Source: an optimization exercise on an open RTL-to-GDS flow (aim: small area and a short achievable clock period). Production flows keep margins and buffers that such runs may drop.
RTL that was checked went through simulation tests only; none was proved equivalent to the original.
The RTL of runs 1 to 3 was laid out without a check of its function.
Power is estimated from default activity; no workload was simulated.

## flow/design.v (module list and top-level ports; edited modules follow where they fit)
// module goodness_beat_reduce: 2858 lines
// module goodness_acc_tree: 279 lines
// module goodness_fa: 7 lines
// module goodness_ha: 7 lines
// module goodness_tracker: 150 lines
module goodness_tracker
#(
  parameter int CORE_NUM            = 4,
  parameter int POST_NEUR_PARALLEL  = 8,
  parameter int POST_NEUR_MEM_WIDTH = 13,
  parameter int GOODNESS_WIDTH      = 24
) (
  input  logic                                                    clk,
  input  logic                                                    rst,
  input  logic [CORE_NUM-1:0]                                     core_valid,
  input  logic [CORE_NUM-1:0]                                     core_last,
  input  logic [CORE_NUM-1:0]                                     core_clear,
  input  logic [CORE_NUM*POST_NEUR_PARALLEL*POST_NEUR_MEM_WIDTH-1:0] core_mem_bus,
  input  logic                                                    mode,
  input  logic [3:0]                                              avg_shift,
  input  logic [GOODNESS_WIDTH-1:0]                               theta,
  output logic [CORE_NUM*GOODNESS_WIDTH-1:0]                      sample_bus,
  output logic [CORE_NUM*GOODNESS_WIDTH-1:0]                      avg_bus,
  output logic [CORE_NUM-1:0]                                     done,
  output logic [CORE_NUM-1:0]                                     above_theta
);
  // ...
==> flow/run.sh <==
#!/bin/bash
# synth_recipe.tcl (not shown) runs the flow's synth.tcl, then flattens the netlist and writes it again
# the make line also repeats each setting of config.mk as NAME=value (left out here)
make -C /OpenROAD-flow-scripts/flow DESIGN_CONFIG=/design/flow/config.mk WORK_HOME=/design/flow/orfs CLKGATE_MAP_FILE= SYNTH_SCRIPT=/design/flow/synth_recipe.tcl finish
==> flow/config.mk <==
export PLATFORM = sky130hd
export DESIGN_NAME = goodness_tracker
export DESIGN_NICKNAME = goodness_tracker
export VERILOG_FILES = /design/flow/design.v
export SDC_FILE = /design/flow/constraint.sdc
export NUM_CORES = 4
export LEC_CHECK = 0
export CAP_MARGIN = 20
export CORE_MARGIN = 2
export CORE_UTILIZATION = 38
export SETUP_SLACK_MARGIN = 5
export SLEW_MARGIN = 20
export SYNTH_HIERARCHICAL = 1
export SYNTH_MINIMUM_KEEP_SIZE = 0
==> flow/constraint.sdc <==
create_clock -name core_clock -period 15.0 [get_ports {clk}]
set_input_delay 3.0000 -clock core_clock [delete_from_list [all_inputs] [get_ports {clk}]]
set_output_delay 3.0000 -clock core_clock [all_outputs]
set_load 0.01 [all_outputs]
==> summary.md, run 1 <==
| Metric | Value |
|---|---|
| Final count of pins violating max slew | 0 |
| Dpl hpwl | 344,000 um |
| Post-route cell area | 0.120 sq mm |
| Seq pwr | 2.56 mW |
| Worst Hold Class | register to register |
| Asr flop ratio synth | 43.1% |
| EDFF count, synth | 0 |
| Post-Syn Area | 0.114 sq mm |
| Most flops, register | g_core.cut_q |
| Status | finished clean |
| Max FFs per register | 412 |
| Routed Antenna Nets | 0 |
| Most frequent cells in the layout | fa_1 (2,612), nor2_1 (2,298), nand2_1 (1,386) |
| Compound-Gate Fraction of Synth Area | 6.67% |
| YS warnings | 7 |
| Share of cells above drive strength 1 | 4.20% |
| Dpl cells | 14,600 |
| Vias in the first global route | 88,100 |
| Critical Path Sink Type | register |
| Combinational power share | 69.3% |
| Capture point of the worst path | g_core[3].avg_q[16]$_DFFE_PP0P_ |
| Synth cell count leaders | fa_1 (2,612), nor2_1 (2,300), nand2_1 (1,390), buf_4 (704), mux2i_1 (450) |
| FFs & Latches | 724 |
| Post-route worst setup slack | 6620 ps |
| Leak | 59.1 nW |
| Main synth FF type | dfxtp_1 |
| Smallest hold slack | 499 ps |
| # IOs | 659 |
| Adder-Cell Fraction of Synth Area | 49.6% |
| HP Start | g_core[0].acc_q[1]$_DFFE_PP0P_ |
| GR Util met2 | 42.2% |
| Syn_area_per_cell | 10.2 sq um |
| Register area | 0.0161 sq mm |
| Clk network pwr share | 14.6% |
| WL final | 416,000 um |
| Vias | 82,000 |
==> run 2: changes to the inputs <==
==> flow/flow/run.sh (new file) <==
#!/bin/bash
set -euo pipefail
bash standard.sh SETUP_SLACK_MARGIN=9 finish > standard_flow.log 2>&1
==> flow/standard.sh (new file) <==
#!/bin/bash
# synth_recipe.tcl (not shown) runs the flow's synth.tcl, then flattens the netlist and writes it again
# the make line also repeats each setting of config.mk as NAME=value (left out here)
make -C /OpenROAD-flow-scripts/flow DESIGN_CONFIG=/design/flow/config.mk WORK_HOME=/design/flow/orfs CLKGATE_MAP_FILE= SYNTH_SCRIPT=/design/flow/synth_recipe.tcl "${@:-finish}"
removed: flow/run.sh
==> run 2 against run 1 <==
Effect of this change: global-route usage up 3.6 points; synthesized area unchanged; clock power down 3%; non-clock buffer count up 616; critical path type unchanged; fmax up 27%; still clean; synthesized cell count unchanged; routed wire length up 15%; clock skew up 4.2 ps; flip-flop and latch count unchanged; critical endpoint is now g_core[0].avg_q[20]$_DFFE_PP0P_; critical path depth up 7; via count up 7.6%; largest cell class unchanged; worst setup slack better by 1800 ps.
==> summary.md, run 2 <==
| Metric | Value |
|---|---|
| Top-count cell post-synth | fa_1 |
| Max FFs per register | 412 (unchanged) |
| Yosys reg bits | 724 |
| Cell taking the most area after synthesis | fa_1 |
| Pwr Total | 17.2 mW |
| Post-Syn Area | 0.114 sq mm (unchanged) |
| WL final | 479,000 um (+15%) |
| Number of antenna violations at the first check in global routing | 23 |
| EDFF count, synth | 0 (unchanged) |
| # IOs | 659 (unchanged) |
| Share of cells above drive strength 1 | 39.3% (+35 points) |
| Synth cell count leaders | fa_1 (2,612), nor2_1 (2,300), nand2_1 (1,390), buf_4 (704), mux2i_1 (450) |
| Leak | 61.4 nW (+3.9%) |
| Most common cell after layout, fill and taps aside | fa_2 |
| CTS tree | yes |
| Final count of pins violating max slew | 0 (unchanged) |
| Clock transition at path regs | 60 ps |
| Chip height | 552 um |
| Die span in x | 552 um |
| Clock latency on the worst-skew pair | 760 ps |
| Initial DRT Pass Iterations | 6 |
| YS warnings | 7 (unchanged) |
| Top layer in use | met5 |
| CTS max path bufs | 3 |
| CP peak stage delay | 480 ps |
| Die Footprint | 0.305 sq mm |
| Clk sinks | 724 |
| Post-Synthesis Cells | 11,200 |
| Count of cell types in the netlist | 92 |
| Sequential element share of the synthesized area | 14.0% |
| Largest net degree at the start of global routing | 69 |
| Largest family of logic cells by synthesized area | adder cells |
| WL/cell | 30.8 um |
| Most flops, register | g_core.cut_q |
| Num rows | 201 |
| CP required | 15,630 ps |
| I/O Buffers | 658 |
| Critical Path Sink Type | register |
| CTS buffer count | 89 |
| Hold Vio Cnt, Final | 0 |
| Setup TNS | 0 ps |
| Most frequent cells in the layout | fa_2 (1,389), fa_1 (1,223), nor2_1 (1,197) |
| Vias | 88,300 (+7.6%) |
| Xor/xnor share of the synthesized area | 1.29% |
| DR vias/cell | 5.69 |
| Post-synth top area share | 45.7% |
| CP bufs+invs | 5 |
| Routed Antenna Nets | 0 (unchanged) |
| CP Cell Sequence | buf_12 -> buf_16 -> buf_16 -> buf_4 -> nand2_8 -> mux2i_2 -> mux2i_1 -> buf_4 -> nand2_1 -> nand3_1 -> nand2_1 -> fa_1 -> ha_4 -> a21o_1 -> a21o_1 -> a21oi_4 -> o211a_1 -> or3_4 -> nand4_1 -> a31oi_1 -> o31ai_1 -> xnor2_1 -> o21ai_1 |
| Main synth FF type | dfxtp_1 |
| Mux share of post-synthesis cell area | 4.10% |
| Drt first-iter violations | 8,181 |
| CP Class | input pin to register |
| Final nets | 14,900 |
| # H-tree levels | 3 |
| First-pass GRT wire length | 683,000 um |
| Global route total overflow | 0 |
| Initial core utilization | 38.2% |
| Clock root buffer | clkbuf_16 |
| Setup-failing EPs final | 0 |
| Wire length on met2 | 216,000 um |
| Hold-fix buffers, CTS | 0 |
| Met3 wire length | 40,700 um |
| Min Tclk post-route | 6620 ps |
| FMAX | 151 MHz |
| DR DRC count | 0 |
| Vias in the first global route | 96,000 (+9.0%) |
| Slowest cell on crit path | fa_1 |
| Crit share post-route | 44.2% |
| Compound-Gate Fraction of Synth Area | 6.67% (unchanged) |
| Asr flop ratio synth | 43.1% (unchanged) |
| Adder-Cell Fraction of Synth Area | 49.6% (unchanged) |
| GRT Total Usage | 30.9% |
| Max_cap viols | 0 |
| Worst Hold Class | register to register |
| RSZ-0062 raised after global routing | true |
| Dpl hpwl | 368,000 um (+6.8%) |
| Gp weighted congestion | 1.00 |
| Peak supply drop | 0.192 mV |
| WL met1 | 185,000 um |
| Worst setup SP type | input pin |
| Layout Area Growth over Synthesis | 27.6% |
| Worst relative slew slack | 37.3% |
| Top post-synthesis cells by area | fa_1 (46%), nor2_1 (7.6%), dfxtp_1 (7.2%) |
| Critical-path maximum fanout | 12 |
| Delay-heaviest family, CP | compound AO/OA/AOI/OAI gates |
| Power Density | 118 mW/mm^2 |
| Area of the core | 0.300 sq mm |
| Worst Tran Pin Value | 940 ps |
| Critical path arrival | 7250 ps |
| Status | finished clean |
| Post-synthesis simple-gate area fraction | 14.6% |
| Setup Skew | 52.4 ps |
| Syn_area_per_cell | 10.2 sq um (unchanged) |
[run 2: cell counts after synthesis]
No cell type changed its count.
[run 2: worst paths after layout]
path	start	to	slack [ps]	cells past startpoint
setup / recovery	avg_shift[1]	g_core[0].avg_q[20]$_DFFE_PP0P_	8380	23
hold / removal	g_core[1].acc_q[0]$_DFFE_PP0P_	g_core[1].acc_q[0]$_DFFE_PP0P_	490	2
setup reg to reg	g_core[1].acc_q[14]$_DFFE_PP0P_	g_core[1].acc_q[20]$_DFFE_PP0P_	9170	17
hold reg to reg	g_core[1].acc_q[0]$_DFFE_PP0P_	g_core[1].acc_q[0]$_DFFE_PP0P_	490	2
max in group asynchronous	rst	g_core[0].acc_q[19]$_DFFE_PP0P_	9620	5
min in group asynchronous	rst	g_core[2].avg_q[20]$_DFFE_PP0P_	2690	2
[run 2: layout make-up]
type	count	area, sq um
antenna	18	45.0
clock buffer	112	2500
clock inverter	53	510
fill	26400	154000
inverter	302	1160
multi-input combinational	8987	106000
sequential	724	16100
tap	3958	4950
timing repair buffer	1369	14800
[run 2: where the power goes]
group          internal [mW]  switching (mW)  total (mW)
sequential              2.27           0.318        2.59
clock                   1.25           0.983        2.24
combinational           5.32            7.09        12.4
[run 2: kinds of logic (layout without fill, tap and decap cells)]
family | count (synthesis) | in the layout
AND/OR/NAND/NOR | 4166 | 4251
adder cells (fa/ha/maj) | 2960 | 2960
buffers and inverters | 1595 | 1836
AO/OA/AOI/OAI | 1138 | 1138
flip-flops | 724 | 724
multiplexers | 458 | 458
XOR/XNOR | 168 | 168
other | 4 | 30
[run 2: through the flow]
| step | cell area (sq um) | worst slack, ps | util (%) | hold slack, ps | std cells |
|---|---|---|---|---|---|
| after floorplan | 127000 | 7850 | - | 456 | 11200 |
| after global placement | 127000 | 6280 | 42.3 | 482 | 14600 |
| after detailed placement | 127000 | 6220 | 42.3 | 485 | 14600 |
| after CTS | 141000 | 8420 | 47.0 | 498 | 15300 |
| after global routing | 146000 | 8270 | 48.7 | 527 | 15500 |
| final | 146000 | 8380 | 48.7 | 494 | 15500 |
[run 2: timing repair]
item / 4_1_cts / 5_1_grt
resized for setup: 1307 / 623
setup endpoints to repair: 527 / 299
gates cloned: 80 / 29
setup buffers: 426 / 187
pin swaps: 209 / 330
[run 2: routing by layer]
metal / vias up / global-route usage, %
li1: 36000 / -
met1: 46300 / 39.1
met2: 4676 / 48.2
met3: 1333 / 6.79
met4: 16 / 19.1
met5: - / 0
[run 2: modules after synthesis (local to each module, per instance)]
module / cell area (sq um) / flops+latches / cells inside / copies in the design
goodness_tracker: 42400 / 724 / 4993 / 1
goodness_beat_reduce: 4330 / 0 / 831 / 4
goodness_acc_tree: 424 / 0 / 57 / 4
goodness_fa: 20.0 / 0 / 1 / 2604
goodness_ha: 12.5 / 0 / 1 / 64
[run 2: worst min-delay path, cell delays in order, from the launching register on]
cell and delay [ps]:
dfrtp_1 350, nand2_1 50, o21ai_0 60
==> run 3: changes to the inputs <==
==> flow/flow/run.sh (replaced) <==
#!/bin/bash
set -euo pipefail
bash standard.sh SETUP_SLACK_MARGIN=8 finish > standard_flow.log 2>&1
==> run 3 against run 2 <==
Effect of this change: critical path depth shrank 14; global-route usage shrank 3.8 points; count of clock-buffer cells in the layout grew 9; highest routed layer unchanged; via count shrank 6.2%; clock skew shrank 17 ps.
==> summary.md, run 3 <==
| Metric | Value |
|---|---|
| Hold-fix buffers, CTS | 0 (unchanged) |
| Setup-failing EPs final | 0 (unchanged) |
| Syn_area_per_cell | 10.2 sq um (unchanged) |
| Sw Share | 48.0% (-0.72 points) |
| Routed Antenna Nets | 0 (unchanged) |
| Worst path most repeated cell | fa_1 |
| CTS max path bufs | 3 (unchanged) |
| Initial core utilization | 38.2% (unchanged) |
| Post-Syn Area | 0.114 sq mm (unchanged) |
| Combinational power share | 69.6% (-2.4 points) |
| DR vias/cell | 5.55 (-2.3%) |
| Global route total overflow | 0 (unchanged) |
| Count of cell types in the netlist | 92 (unchanged) |
| Die span in x | 552 um (unchanged) |
| Most frequent cells in the layout | fa_1 (2,609), nor2_1 (2,297), nand2_1 (1,224) |
| # IOs | 659 (unchanged) |
| Sequential element share of the synthesized area | 14.0% (unchanged) |
| Largest net degree at the start of global routing | 122 (+77%) |
| Drt first-iter violations | 8,385 (+2.5%) |
| Share of power burned in registers | 15.9% (+0.9 points) |
| Clk sinks | 724 (unchanged) |
| Multi-input logic area | 0.0888 sq mm (-16%) |
| # H-tree levels | 3 (unchanged) |
| Dpl hpwl | 343,000 um (-6.8%) |
| Number of antenna violations at the first check in global routing | 37 (+61%) |
| EDFF count, synth | 0 (unchanged) |
| Worst relative slew slack | 25.8% (-11 points) |
| Max_cap viols | 0 (unchanged) |
| Fill cell count | 29,200 (+10%) |
| Peak supply drop | 0.224 mV (+17%) |
| Main synth FF type | dfxtp_1 |
| Chip height | 552 um (unchanged) |
| Power Density | 132 mW/mm^2 (+12%) |
| Worst setup SP type | input pin |
| Min Tclk post-route | 6960 ps (+332 ps) |
| Critical Path Sink Type | register |
| DR DRC count | 0 (unchanged) |
| Initial DRT Pass Iterations | 7 (+1) |
| DP Worst Slack | 6190 ps (-30.4 ps) |
| Worst Hold Class | register to register |
| Max FFs per register | 412 (unchanged) |
| Psw | 7.77 mW (-7.5%) |
| Critical path arrival | 7560 ps (+310 ps) |
| Layout Area Growth over Synthesis | 7.41% |
| CTS tree | yes |
| Share of cells above drive strength 1 | 8.05% (-31 points) |
| YS warnings | 7 (unchanged) |
| Clk network pwr share | 14.5% (+1.5 points) |
| I/O Buffers | 658 (unchanged) |
| First-pass GRT wire length | 603,000 um (-12%) |
| Top post-synthesis cells by area | fa_1 (46%), nor2_1 (7.6%), dfxtp_1 (7.2%) |
| Vias in the first global route | 87,700 (-8.6%) |
| Most common cell after layout, fill and taps aside | fa_1 |
| Gp weighted congestion | 1.01 (+0.85%) |
| CP Class | input pin to register |
| Clock root buffer | clkbuf_16 |
| Setup Skew | 35.6 ps (-16.8 ps) |
| Top-count cell post-synth | fa_1 |
| Clock transition at path regs | 60 ps (about the same) |
| Die Footprint | 0.305 sq mm (unchanged) |
| Asr flop ratio synth | 43.1% (unchanged) |
| Post-synth top area share | 45.7% (unchanged) |
| CTS buffer count | 91 (+2.2%) |
| WL final | 417,000 um (-13%) |
| Status | finished clean |
| CP required | 15,600 ps (-30 ps) |
| Register area | 0.0161 sq mm (about the same) |
| Vias | 82,800 (-6.2%) |
| Critical-path maximum fanout | 12 (unchanged) |
| Final count of pins violating max slew | 0 (unchanged) |
| GRT Total Usage | 27.1% (-3.8 points) |
| Crit share post-route | 46.4% (+2.2 points) |
| FMAX | 144 MHz (-4.8%) |
| Synth cell count leaders | fa_1 (2,612), nor2_1 (2,300), nand2_1 (1,390), buf_4 (704), mux2i_1 (450) |
| Post-Synthesis Cells | 11,200 (unchanged) |
| Worst Tran Pin Value | 1110 ps (+168 ps) |
| RSZ-0062 raised after global routing | true |
| Clock latency on the worst-skew pair | 720 ps (-40 ps) |
| Cell taking the most area after synthesis | fa_1 |
| Slowest cell on crit path | nand2_1 |
| CP Cell Sequence | clkdlybuf4s50_1 -> nor2b_2 -> nand2_1 -> o21ai_0 -> fa_1 -> fa_1 -> fa_1 -> fa_1 -> fa_1 |
| Leak | 59.8 nW (-2.7%) |
| Most flops, register | g_core.cut_q |
| WL/cell | 28.0 um (-9.3%) |
| Smallest hold slack | 498 ps (+3.74 ps) |
| Internal | 8.42 mW (-4.8%) |
| CP peak stage delay | 630 ps (+150 ps) |
| Final nets | 14,300 (-4.1%) |
| Setup TNS | 0 ps (unchanged) |
| Yosys reg bits | 724 (unchanged) |
| Area of the core | 0.300 sq mm (unchanged) |
| Post-route worst setup slack | 8040 ps (-332 ps) |
| Num rows | 201 (unchanged) |
| Hold Vio Cnt, Final | 0 (unchanged) |
run 3: repair_timing:
action,4_1_cts,5_1_grt
buffers inserted,12,35
gates resized for setup,189,257
endpoints found under the setup margin,384,158
pin swaps,6,22
cloned,9,15
run 3: layout make-up:
cell class	instances	share of cell area, %
multi-input cells	8905	72.3
flip-flops and latches	724	13.1
repair buffers	842	7.00
well taps	3958	4.03
clock buffers	121	2.20
inverters	302	0.926
clock inverters	47	0.441
diodes	17	0.0346
run 3: modules after synthesis, one instance, submodules excluded:
module | cells | area [sq um]
goodness_beat_reduce | 831 | 4330
goodness_tracker | 4993 | 42400
goodness_fa | 1 | 20.0
goodness_ha | 1 | 12.5
goodness_acc_tree | 57 | 424
run 3: kinds of logic (layout without fill, tap and decap cells):
| kind of cell | after synthesis | count (layout) | share of synthesized area, % |
|---|---|---|---|
| AO/OA/AOI/OAI | 1138 | 1138 | 6.67 |
| buffers and inverters | 1595 | 1312 | 9.70 |
| adder cells (fa/ha/maj) | 2960 | 2960 | 49.6 |
| flip-flops | 724 | 724 | 14.0 |
| multiplexers | 458 | 458 | 4.10 |
| XOR/XNOR | 168 | 168 | 1.29 |
| other | 4 | 29 | 0.0131 |
| AND/OR/NAND/NOR | 4166 | 4169 | 14.6 |
run 3: path summary, 6_finish.rpt:
check                                                      end                             from  cells after the start  slack, ps
worst max-delay path               g_core[2].cut_q[35]$_DFF_P_                core_mem_bus[298]                      9       8040
worst min-delay path            g_core[0].acc_q[0]$_DFFE_PP0P_   g_core[0].acc_q[0]$_DFFE_PP0P_                      2        500
worst max register to register   g_core[2].above_q$_DFFE_PP0P_  g_core[2].acc_q[13]$_DFFE_PP0P_                     15       8380
worst min register to register  g_core[0].acc_q[0]$_DFFE_PP0P_   g_core[0].acc_q[0]$_DFFE_PP0P_                      2        500
max in group asynchronous       g_core[1].acc_q[1]$_DFFE_PP0P_                              rst                      5       9910
min in group asynchronous       g_core[0].avg_q[2]$_DFFE_PP0P_                              rst                      2       2680
run 3: metal layers:
metal | wire length, um | up-vias | track usage (%)
met5 | 219 | - | 0
met2 | 188000 | 4655 | 41.9
met4 | 21100 | 34 | 12.3
li1 | - | 34400 | -
met3 | 45700 | 963 | 8.16
met1 | 162000 | 42800 | 34.8
run 3: stage by stage:
stage | util (%) | total power [mW] | std cells | instance area [sq um]
floorplan | - | 11.5 | 11200 | 115000
global placement | 39.0 | 13.5 | 14700 | 117000
detailed placement | 39.0 | 13.6 | 14700 | 117000
CTS | 40.4 | 16.1 | 14800 | 121000
global route | 41.0 | 17.7 | 14900 | 123000
finish | 41.0 | 16.2 | 14900 | 123000
run 3: power groups by stage:
stage / clock, mW / sequential (mW) / combinational, mW
3_3_place_gp: 0 / 2.61 / 10.9
3_5_place_dp: 0 / 2.61 / 11.0
2_1_floorplan: 0 / 2.50 / 9.03
4_1_cts: 2.41 / 2.58 / 11.1
5_1_grt: 2.49 / 2.62 / 12.6
6_report: 2.34 / 2.57 / 11.3
run 3: critical path: cells and delay by family:
kind                     cells  cell delay (ps)
buffers and inverters        1              440
AND/OR/NAND/NOR              2             1100
adder cells (fa/ha/maj)      5             2380
AO/OA/AOI/OAI                1              630
==> module goodness_tracker, before the edit <==
module goodness_tracker
#(
  parameter int CORE_NUM            = 4,
  parameter int POST_NEUR_PARALLEL  = 8,
  parameter int POST_NEUR_MEM_WIDTH = 13,
  parameter int GOODNESS_WIDTH      = 24
) (
  input  logic                                                    clk,
  input  logic                                                    rst,
  input  logic [CORE_NUM-1:0]                                     core_valid,
  input  logic [CORE_NUM-1:0]                                     core_last,
  input  logic [CORE_NUM-1:0]                                     core_clear,
  input  logic [CORE_NUM*POST_NEUR_PARALLEL*POST_NEUR_MEM_WIDTH-1:0] core_mem_bus,
  input  logic                                                    mode,
  input  logic [3:0]                                              avg_shift,
  input  logic [GOODNESS_WIDTH-1:0]                               theta,
  output logic [CORE_NUM*GOODNESS_WIDTH-1:0]                      sample_bus,
  output logic [CORE_NUM*GOODNESS_WIDTH-1:0]                      avg_bus,
  output logic [CORE_NUM-1:0]                                     done,
  output logic [CORE_NUM-1:0]                                     above_theta
);
  localparam int P     = POST_NEUR_PARALLEL;
  localparam int M     = POST_NEUR_MEM_WIDTH;
  localparam int G     = GOODNESS_WIDTH;
  localparam int T_W   = 28;    
  localparam int NCUT  = 103;   
  localparam logic [G-1:0] G_MAX = '1;
  for (genvar c = 0; c < CORE_NUM; c++) begin : g_core
    logic             s1_valid;
    logic             s1_last;     
    logic             s2_valid;    
    logic             seeded;
    logic             done_q;
    logic             above_q;
    logic [G-1:0]     acc_q;
    logic [G-1:0]     sample_q;
    logic [G-1:0]     avg_q;
    logic [NCUT-1:0]  cut_q;       
    logic [P*(M-1)-1:0] ny;
    logic [P*(M-1)-1:0] nl;
    logic [NCUT-1:0]  cut;
    logic [T_W-1:0]   tot_s;
    logic [T_W-1:0]   tot_c;
    logic [T_W-1:0]   tot;
    logic [G-1:0]     acc_sat;
    logic             sat;
    logic [G-1:0]     cmp_s;
    logic [G-1:0]     cmp_c;
    logic [G+1:0]     cmp;
    logic             above_d;
    logic [3:0]       sh;
    logic [G-1:0]     avg_dn;
    logic [G-1:0]     smp_dn;
    logic [G-1:0]     ema_s;
    logic [G-1:0]     ema_c;
    logic [G-1:0]     avg_next;
    for (genvar n = 0; n < P; n++) begin : g_neur
      logic [M-1:0] v;
      assign v = core_mem_bus[(c*P+n)*M +: M];
      assign ny[n*(M-1) +: M-1] = ~(v[M-2:0] & {(M-1){mode & ~v[M-1]}});
      assign nl[n*(M-1) +: M-1] = ~(v[M-2:0] & {(M-1){~mode & ~v[M-1]}});
    end
    goodness_beat_reduce u_reduce (
      .ny  (ny),
      .nl  (nl),
      .cut (cut)
    );
    always_ff @(posedge clk) begin
      cut_q <= cut;
    end
    goodness_acc_tree u_acc (
      .cut   (cut_q),
      .acc   (acc_q),
      .sum_s (tot_s),
      .sum_c (tot_c)
    );
    assign tot     = tot_s + tot_c;
    assign sat     = |tot[T_W-1:G];
    assign acc_sat = sat ? G_MAX : tot[G-1:0];
    for (genvar i = 0; i < G; i++) begin : g_cmp
      goodness_fa u_fa (
        .a  (tot_s[i]),
        .b  (tot_c[i]),
        .c  (~theta[i]),
        .s  (cmp_s[i]),
        .co (cmp_c[i])
      );
    end
    assign cmp     = {2'b00, cmp_s} + {1'b0, cmp_c, 1'b0};
    assign above_d = sat ? ~&theta : |cmp[G+1:G];
    assign sh       = seeded ? avg_shift : 4'd0;
    assign avg_dn   = avg_q >> sh;
    assign smp_dn   = sample_q >> sh;
    for (genvar i = 0; i < G; i++) begin : g_ema
      goodness_fa u_fa (
        .a  (avg_q[i]),
        .b  (smp_dn[i]),
        .c  (~avg_dn[i]),
        .s  (ema_s[i]),
        .co (ema_c[i])
      );
    end
    assign avg_next = ema_s + {ema_c[G-2:0], 1'b1};
    always_ff @(posedge clk or posedge rst) begin
      if (rst) begin
        s1_valid <= 1'b0;
        s1_last  <= 1'b0;
        s2_valid <= 1'b0;
        seeded   <= 1'b0;
        done_q   <= 1'b0;
        above_q  <= 1'b0;
        acc_q    <= '0;
        sample_q <= '0;
        avg_q    <= '0;
      end else if (core_clear[c]) begin
        s1_valid <= 1'b0;
        s1_last  <= 1'b0;
        s2_valid <= 1'b0;
        seeded   <= 1'b0;
        done_q   <= 1'b0;
        above_q  <= 1'b0;
        acc_q    <= '0;
        sample_q <= '0;
        avg_q    <= '0;
      end else begin
        s1_valid <= core_valid[c];
        s1_last  <= core_valid[c] & core_last[c];
        done_q   <= s2_valid;
        s2_valid <= s1_last;
        if (s2_valid) begin
          avg_q  <= avg_next;
          seeded <= 1'b1;
        end
        if (s1_valid) begin
          if (s1_last) begin
            sample_q <= acc_sat;
            above_q  <= above_d;
            acc_q    <= '0;
          end else begin
            acc_q    <= acc_sat;
          end
        end
      end
    end
    assign sample_bus[c*G +: G] = sample_q;
    assign avg_bus[c*G +: G]    = avg_q;
    assign done[c]              = done_q;
    assign above_theta[c]       = above_q;
  end
endmodule
==> run 4: changes to the inputs <==
--- a/flow/design.v
+++ b/flow/design.v
@@ -3245,7 +3245,7 @@
     end
     assign cmp     = {2'b00, cmp_s} + {1'b0, cmp_c, 1'b0};
     assign above_d = sat ? ~&theta : |cmp[G+1:G];
-    assign sh       = seeded ? avg_shift : 4'd0;
+    assign sh       = avg_shift;
     assign avg_dn   = avg_q >> sh;
     assign smp_dn   = sample_q >> sh;
     for (genvar i = 0; i < G; i++) begin : g_ema
@@ -3285,7 +3285,7 @@
         done_q   <= s2_valid;
         s2_valid <= s1_last;
         if (s2_valid) begin
-          avg_q  <= avg_next;
+          avg_q  <= seeded ? avg_next : sample_q;
           seeded <= 1'b1;
         end
         if (s1_valid) begin
==> flow/flow/run.sh (replaced) <==
#!/bin/bash
set -euo pipefail
bash standard.sh SETUP_SLACK_MARGIN=9 \
  "BUFFER_PORTS_ARGS=-buffer_cell sky130_fd_sc_hd__buf_1" finish > standard_flow.log 2>&1
--- a/flow/config.mk
+++ b/flow/config.mk
@@ -12,3 +12,4 @@
 export SLEW_MARGIN = 20
 export SYNTH_HIERARCHICAL = 1
 export SYNTH_MINIMUM_KEEP_SIZE = 0
+export TNS_END_PERCENT = 3
==> run 4 against run 3 <==
Effect of this change: worst hold slack worse by 7.8 ps; combinational power is 6% higher; sequential power is 3% higher; critical path depth is 11 higher; first-iteration DRC count is 24% higher; largest power group unchanged; highest routed layer unchanged.
==> summary.md, run 4 <==
| Metric | Value |
|---|---|
| Chip height | 555 um (+0.46%) |
| Hold Vio Cnt, Final | 0 (unchanged) |
| Most frequent cells in the layout | fa_1 (2,552), nor2_1 (2,194), nand2_1 (1,039) |
| Placed inst area | 0.114 sq mm (-2.7%) |
| Yosys reg bits | 724 (unchanged) |
| Min Tclk post-route | 6720 ps (-240 ps) |
| Initial DRT Pass Iterations | 6 (-1) |
| Area of the core | 0.303 sq mm (+1.0%) |
| Peak supply drop | 0.203 mV (-9.5%) |
| Leak | 59.9 nW (+0.22%) |
| CTS buffer count | 90 (-1.1%) |
| Setup TNS | 0 ps (unchanged) |
| Adder-Cell Fraction of Synth Area | 49.1% (-0.46 points) |
| Initial core utilization | 38.1% (about the same) |
| First-pass GRT wire length | 642,000 um (+6.4%) |
| DP Worst Slack | 5620 ps (-573 ps) |
| Worst relative slew slack | 18.8% (-7.0 points) |
| Post-Syn Area | 0.115 sq mm (+0.94%) |
| # IOs | 659 (unchanged) |
| Worst Hold Class | register to register |
| Top post-synthesis cells by area | fa_1 (45%), nor2_1 (7.5%), dfxtp_1 (7.1%) |
| Post-layout util | 41.2% (+0.22 points) |
| Post-Synthesis Cells | 11,300 (+0.45%) |
| R2r endpoint | g_core[0].acc_q[15]$_DFFE_PP0P_ |
| Critical Path Sink Type | register |
| R2r startpoint | g_core[0].acc_q[14]$_DFFE_PP0P_ |
| Critical path arrival | 7310 ps (-250 ps) |
| Compound-Gate Fraction of Synth Area | 8.00% (+1.3 points) |
| Clock latency on the worst-skew pair | 760 ps (+40 ps) |
| Number of antenna violations at the first check in global routing | 48 (+30%) |
| EDFF count, synth | 0 (unchanged) |
| YS warnings | 7 (unchanged) |
| # H-tree levels | 3 (unchanged) |
| WL/cell | 30.0 um (+7.2%) |
| FMAX | 149 MHz (+3.6%) |
| Global route total overflow | 0 (unchanged) |
| Clk network pwr share | 13.9% (-0.6 points) |
| CP required | 15,590 ps (about the same) |
| Mux share of post-synthesis cell area | 3.59% (-0.51 points) |
| Pwr Total | 17.0 mW (+4.8%) |
| Dpl cells | 14,700 (+0.23%) |
| Die Footprint | 0.308 sq mm (+0.93%) |
| I/O Buffers | 658 (unchanged) |
| Clock transition at path regs | 60 ps (about the same) |
| Post-synth top area share | 45.3% (-0.42 points) |
| Vias in the first global route | 90,400 (+3.0%) |
| Final std cells w/o fill | 15,200 (+1.7%) |
| Worst Tran Pin Value | 1220 ps (+108 ps) |
| Clk sinks | 724 (unchanged) |
| Routed Antenna Nets | 0 (unchanged) |
| Top-count cell post-synth | fa_1 |
| Post-route cell area | 0.125 sq mm (+1.5%) |
| Largest family of logic cells by synthesized area | adder cells |
| Xor/xnor share of the synthesized area | 1.23% (-0.064 points) |
| Worst setup SP type | input pin |
| Synth cell count leaders | fa_1 (2,612), nor2_1 (2,301), nand2_1 (1,354), buf_4 (708), dfxtp_1 (412) |
| Reg2reg setup slack | 8390 ps (about the same) |
| Num rows | 202 (+0.50%) |
| Gp weighted congestion | 1.02 (+0.94%) |
| Max_cap viols | 0 (unchanged) |
| Count of cell types in the netlist | 87 (-5.4%) |
| Hold endpoint | g_core[0].above_q$_DFFE_PP0P_ |
| Post-route worst setup slack | 8280 ps (+240 ps) |
| Final nets | 14,500 (+1.6%) |
| WL final | 455,000 um (+9.0%) |
| Vias | 87,100 (+5.1%) |
| Final count of pins violating max slew | 0 (unchanged) |
| Share of power burned in registers | 15.5% (-0.4 points) |
| Drt first-iter violations | 10,400 (+24%) |
| Critical-path maximum fanout | 7 (-5) |
| Layout Area Growth over Synthesis | 8.05% |
| Syn_area_per_cell | 10.2 sq um (+0.49%) |
| Status | finished clean |
| Setup Skew | 44.7 ps (+9.07 ps) |
| Post-synthesis simple-gate area fraction | 14.4% (-0.21 points) |
| Most flops, register | g_core.cut_q |
| RSZ-0062 raised after global routing | true |
| GRT Total Usage | 28.9% (+1.8 points) |
| Sequential element share of the synthesized area | 13.9% (-0.13 points) |
| Combinational power share | 70.5% (+0.9 points) |
| Sw Share | 49.5% (+1.5 points) |
| Main synth FF type | dfxtp_1 |
| Hold Path Depth | 2 (unchanged) |
| Dpl hpwl | 357,000 um (+4.1%) |
| CTS max path bufs | 3 (unchanged) |
| HP Start | g_core[0].above_q$_DFFE_PP0P_ |
| Die span in x | 555 um (+0.46%) |
| Largest net degree at the start of global routing | 71 (-42%) |
| Fill cell count | 29,300 (+0.25%) |
| DR vias/cell | 5.74 (+3.3%) |
| Max FFs per register | 412 (unchanged) |
| DR DRC count | 0 (unchanged) |
| Cell taking the most area after synthesis | fa_1 |
| Power Density | 136 mW/mm^2 (+3.2%) |
| CP Class | input pin to register |
| CTS tree | yes |
| R2R depth | 16 (+1) |
| Setup-failing EPs final | 0 (unchanged) |
| Smallest hold slack | 490 ps (-7.76 ps) |
| Internal | 8.57 mW (+1.8%) |
| Clock root buffer | clkbuf_16 |
| Most common cell after layout, fill and taps aside | fa_1 |
| Crit share post-route | 44.8% (-1.6 points) |
| Psw | 8.40 mW (+8.2%) |
| Share of cells above drive strength 1 | 13.7% (+5.6 points) |
| Asr flop ratio synth | 43.1% (unchanged) |
run 4: cell types whose count changed after synthesis, moves of 21 or more:
cell / change
mux2i_1: -235
o21a_1: +22
a221o_1: +91
nand2_1: -36
inv_1: +21
nand2b_1: +23
a22o_1: -48
a211oi_1: +51
nand4_1: -26
nand3_1: -46
o21ai_0: +21
nor2b_1: +43
mux4_2: +72
run 4: repair_timing:
action	CTS	global route
pin swaps	89	81
buffers inserted	107	127
setup endpoints to repair	635	558
gates resized for setup	505	675
gates cloned	25	19
hold buffers	0	0
run 4: modules after synthesis, one instance, submodules excluded:
module / cell area, sq um / cells / times used
goodness_acc_tree: 424 / 57 / 4
goodness_tracker: 43400 / 5043 / 1
goodness_fa: 20.0 / 1 / 2604
goodness_beat_reduce: 4330 / 831 / 4
goodness_ha: 12.5 / 1 / 64
run 4: logic make-up (layout without fill, tap and decap cells):
| group | after synthesis | in the layout |
|---|---|---|
| fa+ha+maj | 2960 | 2960 |
| mux | 312 | 312 |
| xor+xnor | 162 | 162 |
| other cells | 4 | 39 |
| simple gates | 4122 | 4127 |
| compound gates | 1340 | 1340 |
| buf+inv | 1639 | 1527 |
| flops | 724 | 724 |
run 4: final cells by class:
type	count	area (sq um)	area share, %
flip-flops and latches	724	16100	12.9
well taps	3978	4980	3.99
diodes	27	67.6	0.0542
clock buffers	122	2640	2.12
multi-input cells	8913	92100	73.9
repair inverters	2	20.0	0.0161
inverters	321	1250	1.00
clock inverters	46	581	0.466
repair buffers	1036	6960	5.59
run 4: how the worst max path moves through the flow:
stage	from	to	slack (ps)	cells after the start
5_1_grt	avg_shift[0]	g_core[2].avg_q[23]$_DFFE_PP0P_	8120	19
4_1_cts	mode	g_core[3].cut_q[12]$_DFF_P_	8300	11
6_report	avg_shift[1]	g_core[2].avg_q[23]$_DFFE_PP0P_	8280	20
3_5_place_dp	avg_shift[2]	g_core[3].avg_q[20]$_DFFE_PP0P_	5620	18
2_1_floorplan	rst	g_core[0].above_q$_DFFE_PP0P_	7850	1
3_3_place_gp	avg_shift[2]	g_core[1].avg_q[22]$_DFFE_PP0P_	5310	17
run 4: critical path, stage by stage:
cell and delay, ps:
clkbuf_16 140, buf_16 160, buf_12 120, buf_16 120, mux4_2 520, mux2i_1 210, nor2_1 100, a21oi_2 170
fa_1 480, ha_4 280, o21ai_2 130, a21boi_1 100, o211ai_1 290, a31oi_1 160, or4_1 430, a31o_2 300
a31oi_4 200, o21bai_1 100, mux2i_1 170, o22ai_1 110
run 4: power by group through the flow:
stage                     Clock [mW]  Sequential (mW)  Combinational, mW
after detailed placement           0             2.68               11.4
final                           2.36             2.64               12.0
after CTS                       2.42             2.64               11.7
after global placement             0             2.67               11.3
after floorplan                    0             2.54               9.26
after global routing            2.49             2.68               13.3
run 4: per-layer routing:
metal	vias to the layer above	global-route usage, %	part of all wire, %
met3	1144	7.19	10
li1	35300	-	-
met1	45300	37.9	39
met2	5261	44.0	44
met5	-	0	0.059
met4	40	15.4	6.9
==> run 5: changes to the inputs <==
==> flow/flow/run.sh (replaced) <==
#!/bin/bash
set -euo pipefail
bash standard.sh SETUP_SLACK_MARGIN=8.2 \
  "BUFFER_PORTS_ARGS=-buffer_cell sky130_fd_sc_hd__buf_1" finish > standard_flow.log 2>&1
--- a/flow/config.mk
+++ b/flow/config.mk
@@ -12,4 +12,4 @@
 export SLEW_MARGIN = 20
 export SYNTH_HIERARCHICAL = 1
 export SYNTH_MINIMUM_KEEP_SIZE = 0
-export TNS_END_PERCENT = 3
+export TNS_END_PERCENT = 10
==> run 5 against run 4 <==
Effect of this change: count of clock-buffer cells in the layout unchanged; worst hold slack improved by 0.89 ps; clock skew is 0.75 ps lower; routed wire length shrank 2.6%; final area down 4.0%; fmax is 1.8% lower; largest power group unchanged; highest routed layer unchanged.
==> summary.md, run 5 <==
| Metric | Value |
|---|---|
| Status | finished clean |
| DR vias/cell | 5.71 (-0.59%) |
| Global route total overflow | 0 (unchanged) |
| Post-Syn Area | 0.115 sq mm (unchanged) |
| Clock root buffer | clkbuf_16 |
| Syn_area_per_cell | 10.2 sq um (unchanged) |
| Chip height | 555 um (unchanged) |
| Area of the core | 0.303 sq mm (unchanged) |
| CP bufs+invs | 1 (-3) |
| First-pass GRT wire length | 636,000 um (-1.0%) |
| Setup-failing EPs final | 0 (unchanged) |
| FMAX | 146 MHz (-1.8%) |
| DP Worst Slack | 5620 ps (unchanged) |
| Max_cap viols | 0 (unchanged) |
| Layout Area Growth over Synthesis | 3.70% |
| Top-count cell post-synth | fa_1 |
| Worst relative slew slack | 19.3% (+0.49 points) |
| # H-tree levels | 3 (unchanged) |
| RSZ-0062 raised after global routing | true |
| Top post-synthesis cells by area | fa_1 (45%), nor2_1 (7.5%), dfxtp_1 (7.1%) |
| Main synth FF type | dfxtp_1 |
| DR DRC count | 0 (unchanged) |
| Most frequent cells in the layout | fa_1 (2,611), nor2_1 (2,295), nand2_1 (1,168) |
| Most flops, register | g_core.cut_q |
| GRT Total Usage | 28.6% (-0.32 points) |
| Cell taking the most area after synthesis | fa_1 |
| Vias | 85,500 (-1.8%) |
| Share of cells above drive strength 1 | 8.57% (-5.1 points) |
| Hold Vio Cnt, Final | 0 (unchanged) |
| Die Footprint | 0.308 sq mm (unchanged) |
| Gp weighted congestion | 1.02 (unchanged) |
| Power Density | 140 mW/mm^2 (+2.5%) |
| Fill cell count | 29,800 (+1.8%) |
| Register area | 0.0161 sq mm (unchanged) |
| CTS buffer count | 90 (unchanged) |
| Clock transition at path regs | 60 ps (about the same) |
| Setup TNS | 0 ps (unchanged) |
| Critical path arrival | 7470 ps (+160 ps) |
| CP peak stage delay | 590 ps (+70 ps) |
| CP Cell Sequence | clkbuf_8 -> nor2b_1 -> nand2_1 -> nor2_1 -> fa_1 -> fa_1 -> fa_1 -> fa_1 -> fa_1 -> fa_1 |
| CTS max path bufs | 3 (unchanged) |
| Worst Hold Class | register to register |
| Post-route worst setup slack | 8160 ps (-125 ps) |
| Num rows | 202 (unchanged) |
| Drt first-iter violations | 10,100 (-3.1%) |
| Count of cell types in the netlist | 87 (unchanged) |
| Post-Synthesis Cells | 11,300 (unchanged) |
| Critical-path maximum fanout | 33 (+26) |
| WL final | 443,000 um (-2.6%) |
| WL/cell | 29.6 um (-1.4%) |
| Smallest hold slack | 491 ps (+0.891 ps) |
| Final count of pins violating max slew | 0 (unchanged) |
| Clock latency on the worst-skew pair | 760 ps (about the same) |
| Dpl hpwl | 357,000 um (unchanged) |
| Routed Antenna Nets | 0 (unchanged) |
| Clk sinks | 724 (unchanged) |
| Yosys reg bits | 724 (unchanged) |
| Final nets | 14,300 (-1.3%) |
| Sequential element share of the synthesized area | 13.9% (unchanged) |
| Setup Skew | 44.0 ps (-0.752 ps) |
| Number of antenna violations at the first check in global routing | 46 (-4.2%) |
| Post-synth top area share | 45.3% (unchanged) |
| Max FFs per register | 412 (unchanged) |
| Min Tclk post-route | 6840 ps (+125 ps) |
| YS warnings | 7 (unchanged) |
| Worst setup SP type | input pin |
| Leak | 57.4 nW (-4.3%) |
| Initial core utilization | 38.1% (unchanged) |
| Largest net degree at the start of global routing | 81 (+14%) |
| Slowest cell on crit path | nand2_1 |
| Crit share post-route | 45.6% (+0.83 points) |
| Delay-heaviest family, CP | adder cells |
| Placed inst area | 0.114 sq mm (unchanged) |
| Most common cell after layout, fill and taps aside | fa_1 |
| # IOs | 659 (unchanged) |
| Worst path most repeated cell | fa_1 |
| CP required | 15,630 ps (+40 ps) |
| CTS tree | yes |
| Peak supply drop | 0.203 mV (+0.29%) |
| I/O Buffers | 658 (unchanged) |
| Post-route cell area | 0.120 sq mm (-4.0%) |
| Synth cell count leaders | fa_1 (2,612), nor2_1 (2,301), nand2_1 (1,354), buf_4 (708), dfxtp_1 (412) |
| Vias in the first global route | 89,500 (-1.0%) |
| Critical Path Sink Type | register |
| Asr flop ratio synth | 43.1% (unchanged) |
| CP Class | input pin to register |
| EDFF count, synth | 0 (unchanged) |
| Die span in x | 555 um (unchanged) |
| Initial DRT Pass Iterations | 8 (+2) |
| Worst Tran Pin Value | 1210 ps (-7.37 ps) |
| Multi-input logic area | 0.0893 sq mm (-3.0%) |
## run 5: cell counts after synthesis
Identical to the previous run, type by type.
## run 5: cells by family after synthesis
| kind of cell | Yosys count | share of synthesized area [%] |
|---|---|---|
| and+or+nand+nor | 4122 | 14.4 |
| muxes | 312 | 3.59 |
| buffers and inverters | 1639 | 9.74 |
| other | 4 | 0.0130 |
| adders and majority gates | 2960 | 49.1 |
| xor gates and xnor gates | 162 | 1.23 |
| AOI/OAI and AO/OA | 1340 | 8.00 |
| DFF | 724 | 13.9 |
## run 5: worst paths after layout
path,start,endpoint,slack (ps),depth (start not counted)
worst max-delay path,mode,g_core[3].cut_q[12]$_DFF_P_,8160,10
worst min-delay path,g_core[0].above_q$_DFFE_PP0P_,g_core[0].above_q$_DFFE_PP0P_,490,2
worst max register to register,g_core[0].acc_q[14]$_DFFE_PP0P_,g_core[0].acc_q[15]$_DFFE_PP0P_,8420,16
worst min register to register,g_core[0].above_q$_DFFE_PP0P_,g_core[0].above_q$_DFFE_PP0P_,490,2
max in group asynchronous,rst,g_core[0].s2_valid$_DFF_PP0_,10500,4
min in group asynchronous,rst,g_core[2].done_q$_DFF_PP0_,2390,2
## run 5: final cells by class
| cell class | count | share of cell area [%] |
|---|---|---|
| timing repair buffer | 851 | 3.92 |
| tap | 3978 | 4.16 |
| clock buffer | 122 | 2.21 |
| multi-input combinational | 8908 | 74.7 |
| sequential | 724 | 13.4 |
| clock inverter | 46 | 0.485 |
| antenna | 26 | 0.0544 |
| inverter | 321 | 1.06 |
| timing repair inverter | 3 | 0.0261 |
## run 5: worst reg2reg max path: cells and delay by family (launching register included)
kind	cells	cell delay (ps)
compound gates	5	1520
fa+ha+maj	6	2830
buf+inv	1	280
flops	1	430
mux	1	190
simple gates	3	1180
## run 5: per-layer routing
metal | GRT usage [%] | vias to the layer above | share of wire [%]
met5 | 0 | - | 0.052
met4 | 15.5 | 34 | 6.6
met3 | 6.82 | 1021 | 10
met2 | 43.3 | 5034 | 44
met1 | 37.7 | 44500 | 39
li1 | - | 34900 | -
## run 5: modules after synthesis, one instance, submodules excluded
| module | flip-flops and latches | cells inside |
|---|---|---|
| goodness_acc_tree | 0 | 57 |
| goodness_beat_reduce | 0 | 831 |
| goodness_fa | 0 | 1 |
| goodness_ha | 0 | 1 |
| goodness_tracker | 724 | 5043 |
## run 5: per-stage QoR
step / total power [mW] / util [%] / instances
2_1_floorplan: 11.8 / - / 11300
4_1_cts: 16.6 / 39.1 / 14900
3_5_place_dp: 14.1 / 37.6 / 14700
5_1_grt: 18.2 / 39.5 / 15000
3_3_place_gp: 14.0 / 37.6 / 14700
6_report: 16.7 / 39.5 / 15000
## run 5: report_power, final
group | internal (mW) | switching (mW) | leakage [nW] | total [mW]
Sequential | 2.29 | 0.341 | 7.65 | 2.63
Combinational | 4.73 | 6.98 | 48.1 | 11.7
Clock | 1.39 | 0.968 | 1.59 | 2.36
Total | 8.41 | 8.28 | 57.4 | 16.7
## run 5: repair_timing
action                                  4_1_cts  5_1_grt
setup buffers                                29       40
hold buffers                                  0        0
resized for setup                           204      206
pin swaps                                    12       35
endpoints found under the setup margin      450      185
gates cloned                                 12        8
==> run 6: changes to the inputs <==
==> flow/flow/run.sh (replaced) <==
#!/bin/bash
set -euo pipefail
bash standard.sh SETUP_SLACK_MARGIN=8.5 \
  "BUFFER_PORTS_ARGS=-buffer_cell sky130_fd_sc_hd__buf_1" finish > standard_flow.log 2>&1
--- a/flow/config.mk
+++ b/flow/config.mk
@@ -8,6 +8,8 @@
 export CAP_MARGIN = 20
 export CORE_MARGIN = 2
 export CORE_UTILIZATION = 38
+export CTS_CLUSTER_DIAMETER = 200
+export CTS_CLUSTER_SIZE = 18
 export SETUP_SLACK_MARGIN = 5
 export SLEW_MARGIN = 20
 export SYNTH_HIERARCHICAL = 1
==> run 6 against run 5 <==
Effect of this change: flip-flop and latch count unchanged; count of clock-buffer cells in the layout down 46; worst setup slack gained 22 ps; global-route usage grew 0.29 points; final area shrank 0.58%; synthesized area stayed put; fmax up 0.32%; die area did not move; critical path depth is 8 higher; routed wire length increased by 1.2%; sequential share of layout area up 0.078 points; first-iteration DRC count grew 0.32%; critical path type unchanged; critical endpoint is now g_core[1].avg_q[19]$_DFFE_PP0P_; largest power group unchanged.
==> summary.md, run 6 <==
| Metric | Value |
|---|---|
| I/O Buffers | 658 (unchanged) |
| Power Density | 133 mW/mm^2 (-4.5%) |
| Max FFs per register | 412 (unchanged) |
| CTS max path bufs | 3 (unchanged) |
| Final count of pins violating max slew | 0 (unchanged) |
| Critical Path Sink Type | register |
| First-pass GRT wire length | 641,000 um (+0.93%) |
| Delay-heaviest family, CP | compound AO/OA/AOI/OAI gates |
| Leak | 56.9 nW (-0.89%) |
| Critical path arrival | 7360 ps (-110 ps) |
| Die Footprint | 0.308 sq mm (unchanged) |
| Clock latency on the worst-skew pair | 690 ps (-70 ps) |
| # IOs | 659 (unchanged) |
| Share of cells above drive strength 1 | 8.85% (+0.28 points) |
| Most frequent cells in the layout | fa_1 (2,608), nor2_1 (2,286), nand2_1 (1,154) |
| DR vias/cell | 5.73 (+0.46%) |
| Clock root buffer | clkbuf_16 |
| Vias | 85,600 (+0.12%) |
| Yosys reg bits | 724 (unchanged) |
| Vias in the first global route | 89,700 (+0.25%) |
| Met3 wire length | 46,200 um (+0.17%) |
| Worst Tran Pin Value | 1180 ps (-29.7 ps) |
| Chip height | 555 um (unchanged) |
| Top-count cell post-synth | fa_1 |
| EDFF count, synth | 0 (unchanged) |
| Most flops, register | g_core.cut_q |
| Routed Antenna Nets | 0 (unchanged) |
| Largest family of logic cells by synthesized area | adder cells |
| Status | finished clean |
| Hold Vio Cnt, Final | 0 (unchanged) |
| Multi-input logic area | 0.0898 sq mm (+0.52%) |
| Hold-fix buffers, CTS | 0 (unchanged) |
| Num rows | 202 (unchanged) |
| CP Cell Sequence | clkbuf_16 -> buf_16 -> buf_8 -> a211oi_1 -> a31oi_1 -> fa_1 -> ha_1 -> inv_1 -> o21a_1 -> o211ai_1 -> a41o_1 -> o41ai_4 -> buf_4 -> nor2_1 -> nor2_1 -> buf_4 -> xor2_1 -> o22ai_1 |
| Final nets | 14,300 (-0.042%) |
| Mux share of post-synthesis cell area | 3.59% (unchanged) |
| Compound-Gate Fraction of Synth Area | 8.00% (unchanged) |
| Global route total overflow | 0 (unchanged) |
| Post-synthesis simple-gate area fraction | 14.4% (unchanged) |
| CP required | 15,540 ps (-90 ps) |
| CTS buffer count | 48 (-47%) |
| Slowest cell on crit path | fa_1 |
| Main synth FF type | dfxtp_1 |
| RSZ-0062 raised after global routing | true |
| Most common cell after layout, fill and taps aside | fa_1 |
| # H-tree levels | 2 (-1) |
| Critical-path maximum fanout | 70 (+110%) |
| WL/cell | 30.0 um (+1.5%) |
| GRT Total Usage | 28.9% (+0.29 points) |
| Syn_area_per_cell | 10.2 sq um (unchanged) |
| Post-synth top area share | 45.3% (unchanged) |
| Gp weighted congestion | 1.02 (unchanged) |
| Crit share post-route | 45.5% (-0.15 points) |
| Cell taking the most area after synthesis | fa_1 |
| Max_cap viols | 0 (unchanged) |
| Fill cell count | 29,900 (+0.24%) |
| FMAX | 147 MHz (+0.32%) |
| DR DRC count | 0 (unchanged) |
| Count of cell types in the netlist | 87 (unchanged) |
| Wire length on met2 | 196,000 um (+1.1%) |
| CTS tree | yes |
| Asr flop ratio synth | 43.1% (unchanged) |
| Dpl hpwl | 357,000 um (unchanged) |
| Worst relative slew slack | 21.3% (+2.0 points) |
| Post-Syn Area | 0.115 sq mm (unchanged) |
| Clk sinks | 724 (unchanged) |
| Drt first-iter violations | 10,100 (+0.32%) |
| Setup-failing EPs final | 0 (unchanged) |
| Peak supply drop | 0.191 mV (-5.9%) |
| YS warnings | 7 (unchanged) |
| WL final | 448,000 um (+1.2%) |
| CP peak stage delay | 510 ps (-80 ps) |
| Adder-Cell Fraction of Synth Area | 49.1% (unchanged) |
| Worst Hold Class | register to register |
| Top post-synthesis cells by area | fa_1 (45%), nor2_1 (7.5%), dfxtp_1 (7.1%) |
| Area of the core | 0.303 sq mm (unchanged) |
| Xor/xnor share of the synthesized area | 1.23% (unchanged) |
| Number of antenna violations at the first check in global routing | 44 (-4.3%) |
| Setup TNS | 0 ps (unchanged) |
| Post-Synthesis Cells | 11,300 (unchanged) |
| CP Class | input pin to register |
| Die span in x | 555 um (unchanged) |
| CP bufs+invs | 6 (+5) |
| Worst setup SP type | input pin |
| Synth cell count leaders | fa_1 (2,612), nor2_1 (2,301), nand2_1 (1,354), buf_4 (708), dfxtp_1 (412) |
| Min Tclk post-route | 6820 ps (-22.0 ps) |
| Smallest hold slack | 494 ps (+3.22 ps) |
| Setup Skew | 35.0 ps (-8.99 ps) |
| Top layer in use | met5 |
| Sequential element share of the synthesized area | 13.9% (unchanged) |
| Initial core utilization | 38.1% (unchanged) |
| Initial DRT Pass Iterations | 6 (-2) |
| Register area | 0.0161 sq mm (unchanged) |
| Clock transition at path regs | 90 ps (+30 ps) |
| WL met1 | 175,000 um (+1.1%) |
| Largest net degree at the start of global routing | 71 (-12%) |
| Layout Area Growth over Synthesis | 3.10% |
==> run 6: cell count changes in the layout (fill, tap and decap cells not counted), sizes merged <==
cell,before,now
diode,26,25
clkinvlp,4,2
bufbuf,2,5
clkinv,22,6
inv,336,321
buf,836,866
bufinv,8,1
clkbuf,135,92
==> run 6: final cells by class <==
| class | instances | area share (%) |
|---|---|---|
| inverter | 321 | 1.07 |
| clock inverter | 6 | 0.0799 |
| sequential | 724 | 13.5 |
| multi-input combinational | 8908 | 75.5 |
| timing repair inverter | 3 | 0.0242 |
| clock buffer | 76 | 1.15 |
| antenna | 25 | 0.0526 |
| tap | 3978 | 4.18 |
| timing repair buffer | 887 | 4.45 |
==> run 6: what timing repair did <==
| item | CTS | global route |
|---|---|---|
| setup endpoints to repair | 484 | 255 |
| resized for setup | 452 | 101 |
| buffers inserted | 77 | 17 |
| pin swaps | 69 | 52 |
| cloned | 25 | 5 |
==> run 6: cell families (layout without fill, tap and decap cells) <==
| logic type | Yosys count | after routing |
|---|---|---|
| adders and majority gates | 2960 | 2960 |
| and+or+nand+nor | 4122 | 4122 |
| muxes | 312 | 312 |
| xor gates and xnor gates | 162 | 162 |
| AOI/OAI and AO/OA | 1340 | 1340 |
| other | 4 | 37 |
| buffers and inverters | 1639 | 1293 |
| DFF | 724 | 724 |
==> run 6: path summary, 6_finish.rpt <==
| path | start | endpoint | slack (ps) | depth (start not counted) |
|---|---|---|---|---|
| max | avg_shift[3] | g_core[1].avg_q[19]$_DFFE_PP0P_ | 8180 | 18 |
| max reg2reg | g_core[3].acc_q[14]$_DFFE_PP0P_ | g_core[3].sample_q[13]$_DFFE_PP0P_ | 8670 | 15 |
| max in group asynchronous | rst | g_core[0].s2_valid$_DFF_PP0_ | 10440 | 4 |
| min in group asynchronous | rst | g_core[2].done_q$_DFF_PP0_ | 2470 | 2 |
| min | g_core[0].above_q$_DFFE_PP0P_ | g_core[0].above_q$_DFFE_PP0P_ | 490 | 2 |
| min reg2reg | g_core[0].above_q$_DFFE_PP0P_ | g_core[0].above_q$_DFFE_PP0P_ | 490 | 2 |
==> run 6: metrics by stage <==
| step | cells | setup slack (ps) | cell area (sq um) | power, mW | util, % |
|---|---|---|---|---|---|
| final | 14900 | 8180 | 119000 | 15.9 | 39.3 |
| after CTS | 14900 | 8260 | 118000 | 15.8 | 39.0 |
| after detailed placement | 14700 | 5620 | 114000 | 14.1 | 37.6 |
| after global routing | 14900 | 8120 | 119000 | 17.3 | 39.3 |
| after floorplan | 11300 | 7850 | 116000 | 11.8 | - |
| after global placement | 14700 | 5310 | 114000 | 14.0 | 37.6 |
==> run 6: per-module statistics from Yosys (local to each module, per instance) <==
module / flip-flops and latches / area [sq um] / cells
goodness_ha: 0 / 12.5 / 1
goodness_tracker: 724 / 43400 / 5043
goodness_beat_reduce: 0 / 4330 / 831
goodness_acc_tree: 0 / 424 / 57
goodness_fa: 0 / 20.0 / 1
==> run 6: worst reg2reg max path, delay by kind of cell (launching register included) <==
kind            cells  cell delay (ps)
compound gates      4             1300
simple gates        4             1640
mux                 1              130
fa+ha+maj           6             2790
flops               1              430
==> run 6: power breakdown <==
part	internal, mW	total [mW]	leakage (nW)	switching [mW]
Clock	0.654	1.42	0.704	0.763
Combinational	4.79	11.8	48.5	7.02
Sequential	2.29	2.63	7.65	0.343
==> run 6: per-layer routing <==
metal  track usage, %  up-vias
li1                 -    34800
met3             6.93     1004
met5                0        -
met1             37.9    44500
met2             43.7     5179
met4             16.0       36
==> run 7: changes to the inputs <==
--- a/flow/config.mk
+++ b/flow/config.mk
@@ -8,8 +8,6 @@
 export CAP_MARGIN = 20
 export CORE_MARGIN = 2
 export CORE_UTILIZATION = 38
-export CTS_CLUSTER_DIAMETER = 200
-export CTS_CLUSTER_SIZE = 18
 export SETUP_SLACK_MARGIN = 5
 export SLEW_MARGIN = 20
 export SYNTH_HIERARCHICAL = 1
==> run 7 against run 6 <==
Effect of this change: via count up 0.80%; worst setup slack better by 76 ps; critical path depth down 7; final area up 2.3%.
==> summary.md, run 7 <==
| Metric | Value |
|---|---|
| Status | finished clean |
| YS warnings | 7 (unchanged) |
| R2R depth | 16 (+1) |
| Asr flop ratio synth | 43.1% (unchanged) |
| Worst setup SP type | input pin |
| CP bufs+invs | 2 (-4) |
| Crit share post-route | 45.0% (-0.51 points) |
| Global route total overflow | 0 (unchanged) |
| Post-Syn Area | 0.115 sq mm (unchanged) |
| Final count of pins violating max slew | 0 (unchanged) |
| Number of antenna violations at the first check in global routing | 46 (+4.5%) |
| Chip height | 555 um (unchanged) |
| Initial DRT Pass Iterations | 6 (unchanged) |
| Hold-fix buffers, CTS | 0 (unchanged) |
| Most common cell after layout, fill and taps aside | fa_1 |
| Count of cell types in the netlist | 87 (unchanged) |
| Origin of the worst setup path | mode |
| RSZ-0062 raised after global routing | true |
| Setup TNS | 0 ps (unchanged) |
| EDFF count, synth | 0 (unchanged) |
| Vias | 86,300 (+0.80%) |
| Clock transition at path regs | 60 ps (-30 ps) |
| Yosys reg bits | 724 (unchanged) |
| CTS buffer count | 90 (+88%) |
| Critical path arrival | 7370 ps (about the same) |
| Top post-synthesis cells by area | fa_1 (45%), nor2_1 (7.5%), dfxtp_1 (7.1%) |
| CTS tree | yes |
| Max FFs per register | 412 (unchanged) |
| DR vias/cell | 5.73 (about the same) |
| # IOs | 659 (unchanged) |
| Max_cap viols | 0 (unchanged) |
| Clock root buffer | clkbuf_16 |
| Drt first-iter violations | 9,900 (-1.9%) |
| Share of cells above drive strength 1 | 11.0% (+2.2 points) |
| Worst relative slew slack | 20.1% (-1.2 points) |
| R2r endpoint | g_core[0].acc_q[15]$_DFFE_PP0P_ |
| Post-synth top area share | 45.3% (unchanged) |
| Multi-input logic area | 0.0903 sq mm (+0.56%) |
| CP Cell Sequence | clkbuf_16 -> nor2b_1 -> buf_4 -> nand2_1 -> nor2_1 -> fa_1 -> fa_1 -> fa_1 -> fa_1 -> fa_1 -> fa_1 |
| Clk sinks | 724 (unchanged) |
| Hold Path Depth | 2 (unchanged) |
| CP peak stage delay | 600 ps (+90 ps) |
| Reg2reg setup slack | 8500 ps (-170 ps) |
| Power Density | 139 mW/mm^2 (+4.0%) |
| # H-tree levels | 3 (+1) |
| Critical Path Sink Type | register |
| Worst Hold Class | register to register |
| Dpl hpwl | 357,000 um (unchanged) |
| Pwr Total | 16.9 mW (+6.4%) |
| Cell taking the most area after synthesis | fa_1 |
| R2r startpoint | g_core[0].acc_q[14]$_DFFE_PP0P_ |
| Syn_area_per_cell | 10.2 sq um (unchanged) |
| FMAX | 148 MHz (+1.1%) |
| Sequential element share of the synthesized area | 13.9% (unchanged) |
| Fill cell count | 29,700 (-0.79%) |
| Layout Area Growth over Synthesis | 5.49% |
| WL/cell | 29.8 um (-0.67%) |
| Register area | 0.0161 sq mm (unchanged) |
| Largest net degree at the start of global routing | 81 (+14%) |
| Delay-heaviest family, CP | adder cells |
| Setup-failing EPs final | 0 (unchanged) |
| CP Class | input pin to register |
| Routed Antenna Nets | 0 (unchanged) |
| First-pass GRT wire length | 642,000 um (+0.12%) |
| Area of the core | 0.303 sq mm (unchanged) |
| Min Tclk post-route | 6740 ps (-76.0 ps) |
| Worst Tran Pin Value | 1200 ps (+17.5 ps) |
| Critical-path maximum fanout | 35 (-50%) |
| Hold Vio Cnt, Final | 0 (unchanged) |
| Top-count cell post-synth | fa_1 |
| Most frequent cells in the layout | fa_1 (2,606), nor2_1 (2,279), nand2_1 (1,097) |
| CP required | 15,620 ps (+80 ps) |
| Die span in x | 555 um (unchanged) |
| CTS max path bufs | 3 (unchanged) |
| I/O Buffers | 658 (unchanged) |
| HP Start | g_core[2].acc_q[2]$_DFFE_PP0P_ |
| Peak supply drop | 0.203 mV (+6.0%) |
| Die Footprint | 0.308 sq mm (unchanged) |
| Most flops, register | g_core.cut_q |
| Main synth FF type | dfxtp_1 |
| DR DRC count | 0 (unchanged) |
| Leak | 58.1 nW (+2.2%) |
| Num rows | 202 (unchanged) |
| Hold endpoint | g_core[2].acc_q[2]$_DFFE_PP0P_ |
| Synth cell count leaders | fa_1 (2,612), nor2_1 (2,301), nand2_1 (1,354), buf_4 (708), dfxtp_1 (412) |
| Post-Synthesis Cells | 11,300 (unchanged) |
| Initial core utilization | 38.1% (unchanged) |
| Final nets | 14,400 (+0.61%) |
| WL final | 449,000 um (+0.22%) |
| Gp weighted congestion | 1.02 (unchanged) |
| Setup Skew | 42.8 ps (+7.77 ps) |
| GRT Total Usage | 28.9% (+0.055 points) |
| Slowest cell on crit path | nand2_1 |
| Vias in the first global route | 90,200 (+0.50%) |
| Clock latency on the worst-skew pair | 770 ps (+80 ps) |
| Worst path most repeated cell | fa_1 |
==> run 7: cell counts after synthesis <==
Identical to the previous run, type by type.
==> run 7: metal layers <==
metal | track usage, % | routed length (um) | vias to the layer above
met4 | 15.9 | 31200 | 44
met5 | 0 | 487 | -
met1 | 38.0 | 174000 | 44900
li1 | - | - | 35100
met2 | 43.8 | 196000 | 5202
met3 | 7.06 | 47200 | 1036
==> run 7: per-stage QoR <==
step / util (%) / cell area, sq um / hold slack, ps / instances / setup WS (ps)
2_1_floorplan: - / 116000 / 450 / 11300 / 7850
3_3_place_gp: 37.6 / 114000 / 462 / 14700 / 5310
3_5_place_dp: 37.6 / 114000 / 477 / 14700 / 5620
4_1_cts: 39.6 / 120000 / 489 / 15000 / 8310
5_1_grt: 40.2 / 122000 / 507 / 15000 / 8180
6_report: 40.2 / 122000 / 491 / 15100 / 8260
==> run 7: what timing repair did <==
item / 4_1_cts / 5_1_grt
pin swaps: 55 / 99
buffers inserted: 73 / 63
gates cloned: 24 / 11
gates resized for setup: 458 / 240
endpoints found under the setup margin: 483 / 240
==> run 7: final cells by class <==
type / count / area share, %
clock buffers: 122 / 2.17
well taps: 3978 / 4.09
diodes: 28 / 0.0576
inverters: 321 / 1.03
clock inverters: 46 / 0.477
repair buffers: 934 / 4.78
repair inverters: 2 / 0.0164
flip-flops and latches: 724 / 13.2
multi-input cells: 8908 / 74.2
==> run 7: where the power goes <==
| group | internal, mW | switching [mW] | leakage (nW) |
|---|---|---|---|
| Sequential | 2.29 | 0.346 | 7.65 |
| Combinational | 4.83 | 7.04 | 48.9 |
| Clock | 1.39 | 0.972 | 1.59 |
| Total | 8.51 | 8.36 | 58.1 |
==> run 7: worst max-delay path by stage <==
stage | to | depth (start not counted)
global route | g_core[2].avg_q[23]$_DFFE_PP0P_ | 19
floorplan | g_core[0].above_q$_DFFE_PP0P_ | 1
CTS | g_core[2].avg_q[21]$_DFFE_PP0P_ | 21
detailed placement | g_core[3].avg_q[20]$_DFFE_PP0P_ | 18
finish | g_core[3].cut_q[91]$_DFF_P_ | 11
global placement | g_core[1].avg_q[22]$_DFFE_PP0P_ | 17
==> run 7: kinds of logic (layout without fill, tap and decap cells) <==
group                      count (synthesis)  in the layout  synth area share [%]
and+or+nand+nor                         4122           4122                  14.4
other                                      4             40                0.0130
buffers and inverters                   1639           1425                  9.74
muxes                                    312            312                  3.59
AOI/OAI and AO/OA                       1340           1340                  8.00
adders and majority gates               2960           2960                  49.1
DFF                                      724            724                  13.9
xor gates and xnor gates                 162            162                  1.23
==> run 7: worst reg2reg max path, cell delays in order (launching register included) <==
cell and delay [ps]:
dfrtp_1 420, fa_1 540, fa_1 440, fa_1 420, fa_1 460, fa_1 530
ha_1 440, nand3_1 160, a211o_1 370, o21ai_0 540, o31ai_1 170, mux2i_1 190
o21ai_1 100, nor3_2 840, nor2_1 130, buf_4 280, a221o_1 310
==> run 7: Yosys stat by module (local to each module, per instance) <==
| module | cell area, sq um | times used | cells inside |
|---|---|---|---|
| goodness_ha | 12.5 | 64 | 1 |
| goodness_acc_tree | 424 | 4 | 57 |
| goodness_fa | 20.0 | 2604 | 1 |
| goodness_tracker | 43400 | 1 | 5043 |
| goodness_beat_reduce | 4330 | 4 | 831 |

==> re-timing with driven ports <==
The flow's constraints put no driver on any port. The routed layouts listed below were extracted and timed again, unchanged, in two steps.
Step 1 (the two cells are an assumption about what drives the block):
set clk [get_ports {clk}]
set_driving_cell -lib_cell sky130_fd_sc_hd__clkbuf_16 $clk
set_driving_cell -lib_cell sky130_fd_sc_hd__buf_2 [delete_from_list [all_inputs] $clk]
Step 2 moves the port delays by t, midway between the first and last clock arrival at a register: inputs arrive t later, outputs are due t later. That takes back most of the time a late clock gives input paths.
a / b / c = ideal ports / drivers / drivers and shift; a / b = the first two.
run	shift t [ns]	setup WS [ns]	worst setup path after step 2
run 1	0.798	6.619 / 6.682 / 5.884	input to register
run 2	0.826	8.375 / 8.374 / 7.549	input to register
run 3	0.818	8.043 / 8.122 / 7.304	input to register
run 4	0.836	8.283 / 8.021 / 7.185	input to register
run 5	0.847	8.158 / 8.054 / 7.207	input to register
run 6	0.774	8.181 / 7.981 / 7.207	input to register
run 7	0.841	8.256 / 8.087 / 7.245	input to register
After both steps every run listed still meets setup and hold. The setup slack of run 4, which loses most, moves by -0.262 ns with the drivers and by -1.098 ns with both steps.
